Source: an optimization exercise on an open RTL-to-GDS flow (aim: small area and a short achievable clock period). Production flows keep margins and buffers that such runs may drop. Power and IR drop assume default switching activity.

== red ==
// eqController
module eqController #(
    parameter int ADDR_WIDTH     = 6,
    parameter int GAIN_FRAC_BITS = 14
) (
    input  logic                  S_AXI_ACLK,
    input  logic                  S_AXI_ARESETN,
    input  logic                  wr,
    input  logic [ADDR_WIDTH-1:0] wrAddr,
    input  logic [31:0]           wrData,
    output logic                  adcReq,
    output logic [15:0]           adcCmd,
    input  logic                  adcAck,
    input  logic [15:0]           adcData,
    output logic                  dacReq,
    output logic [31:0]           dacWord,
    input  logic                  dacAck
);
    logic        enable;
    logic [15:0] gain0, gain1;
    always_ff @(posedge S_AXI_ACLK) begin
        if (!S_AXI_ARESETN) begin
            enable <= 1'b0;
            gain0  <= 16'h4000;
            gain1  <= 16'h4000;
        end else if (wr) begin
            case (wrAddr)
                ADDR_WIDTH'(4): enable <= wrData[0];
                ADDR_WIDTH'(6): gain0  <= wrData[15:0];
                ADDR_WIDTH'(7): gain1  <= wrData[15:0];
                default: ;
            endcase
        end
    end
    localparam logic [3:0] S_IDLE = 4'd0;
    localparam logic [3:0] S_AREQ = 4'd1;
    localparam logic [3:0] S_AREL = 4'd2;
    localparam logic [3:0] S_C0   = 4'd3;
    localparam logic [3:0] S_C1   = 4'd4;
    localparam logic [3:0] S_C2   = 4'd5;
    localparam logic [3:0] S_C3   = 4'd6;
    localparam logic [3:0] S_DREQ = 4'd7;
    localparam logic [3:0] S_DREL = 4'd8;
    localparam logic [3:0] S_N1   = 4'd9;
    localparam logic [3:0] S_NX   = 4'd10;
    logic [3:0] state;
  ...
make LEC_CHECK=0 ABC_AREA=1 CAP_MARGIN=20 CORE_MARGIN=2 CORE_UTILIZATION=40 PLACE_DENSITY=0.6 SLEW_MARGIN=20 finish   # period 7.0 ns
run.sh (not shown) runs the stock make flow with config.mk's settings and CLKGATE_MAP_FILE= SYNTH_SCRIPT=/design/flow/synth_recipe.tcl, a recipe that flattens the netlist after the stock synthesis.
red | status: complete | timing, DRC, antenna: pass
Edits applied to the flow inputs when going from red to blue:
# red
export LEC_CHECK = 0
export ABC_AREA = 1
export CAP_MARGIN = 20
export CORE_MARGIN = 2
export CORE_UTILIZATION = 40
export PLACE_DENSITY = 0.6
export SLEW_MARGIN = 20
create_clock -name core_clock -period 7.0 [get_ports {S_AXI_ACLK}]
# blue
export LEC_CHECK = 0
export ABC_AREA = 1
export CAP_MARGIN = 20
export CORE_MARGIN = 2
export CORE_UTILIZATION = 40
export PLACE_DENSITY = 0.6
export SETUP_SLACK_MARGIN = 4
export SLEW_MARGIN = 20
create_clock -name core_clock -period 7.0 [get_ports {S_AXI_ACLK}]
Results
- blue: all stages complete, timing, DRC and antenna checks passed
- red did not stop at any stage, and its layout met the timing, DRC and antenna checks.
- From red to blue the numbers moved as follows: number of cells on the worst hold path shows an increase of 2; highest fanout seen on the critical path fell 9; clock tree cell share of total cell area saw a decrease; detailed-routed wire length on met3 went up 19%; multi-input logic cell count level.
- Taking red as the reference, in blue wire length now sits higher, clock-pin slew reported for the worst setup and hold paths after clock tree synthesis now sits at about the same level.
Function was not checked in any run of this note: the RTL went through the layout flow alone.


Another version of the RTL of eqController (not shown whole).
Size: ~900 cells after synthesis, roughly 95 flip-flops, roughly 110 I/O pins, ~6900 um^2 of cells after synthesis.
clock: 7.0 ns
lec_check: 0
abc_area: 1
cap_margin: 20
core_margin: 2
core_utilization: 55
cts_buf_list: sky130_fd_sc_hd__clkbuf_4 sky130_fd_sc_hd__clkbuf_8
place_density: 0.75
setup_slack_margin: 3
slew_margin: 20
Then changed:
==> flow/flow/run.sh (new file) <==
#!/bin/bash
# The standard layout (standard.sh), with every port buffered by a buf_2 cell
# instead of the delay buffer buffer_ports picks by default.
export BUFFER_PORTS_ARGS="-buffer_cell sky130_fd_sc_hd__buf_2"
bash standard.sh > standard.log 2>&1
==> flow/standard.sh (new file) <==
#!/bin/bash
# synth_recipe.tcl (not shown) runs the flow's synth.tcl, then flattens the netlist and writes it again
# the make line also repeats each setting of config.mk as NAME=value (left out here)
make -C /OpenROAD-flow-scripts/flow DESIGN_CONFIG=/design/flow/config.mk WORK_HOME=/design/flow/orfs CLKGATE_MAP_FILE= SYNTH_SCRIPT=/design/flow/synth_recipe.tcl "${@:-finish}"
Settings changed: SETUP_SLACK_MARGIN 3 to 3.5.
removed: flow/run.sh
Cell count rises slightly.
Core utilization rose by 3.1 points.
Global-route usage grows by 1.2 points.
Total power grows by a quarter to a third.
Via count increases by a few percent.
Clock power increases by a few percent.
Register-to-register slack is better by 270 ps.
Die area does not change.
No functional check of the RTL was part of any run of this note.

==> port drivers added, routing unchanged <==
In the flow no input, the clock included, has a driving cell. The finished layouts below were timed again as built, in two steps.
Step 1 (the two cells are an assumption about what drives the block):
set clk [get_ports {S_AXI_ACLK}]
set_driving_cell -lib_cell sky130_fd_sc_hd__clkbuf_16 $clk
set_driving_cell -lib_cell sky130_fd_sc_hd__buf_2 [delete_from_list [all_inputs] $clk]
Step 2 moves the port delays by t, midway between the first and last clock arrival at a register: inputs arrive t later, outputs are due t later. That takes back most of the time a late clock gives input paths.
Slacks: ideal / step 1 / step 2; pairs: ideal / step 1.
| run | t, ns | slack for setup (ns) | cell pins on the clock port's net |
|---|---|---|---|
| red | 0.456 | 2.856 / 2.856 / 2.650 | 1 |
| blue | 0.463 | 3.784 / 3.784 / 3.538 | 1 |
| the first run of note 2 | 0.430 | 3.118 / 3.118 / 3.118 | 1 |
| the second run of note 2 | 0.426 | 3.384 / 3.384 / 3.384 | 1 |
After both steps every run listed still meets setup and hold. For blue, which loses most, drivers alone change the setup slack by 0.000 ns; drivers and shift together by -0.246 ns.
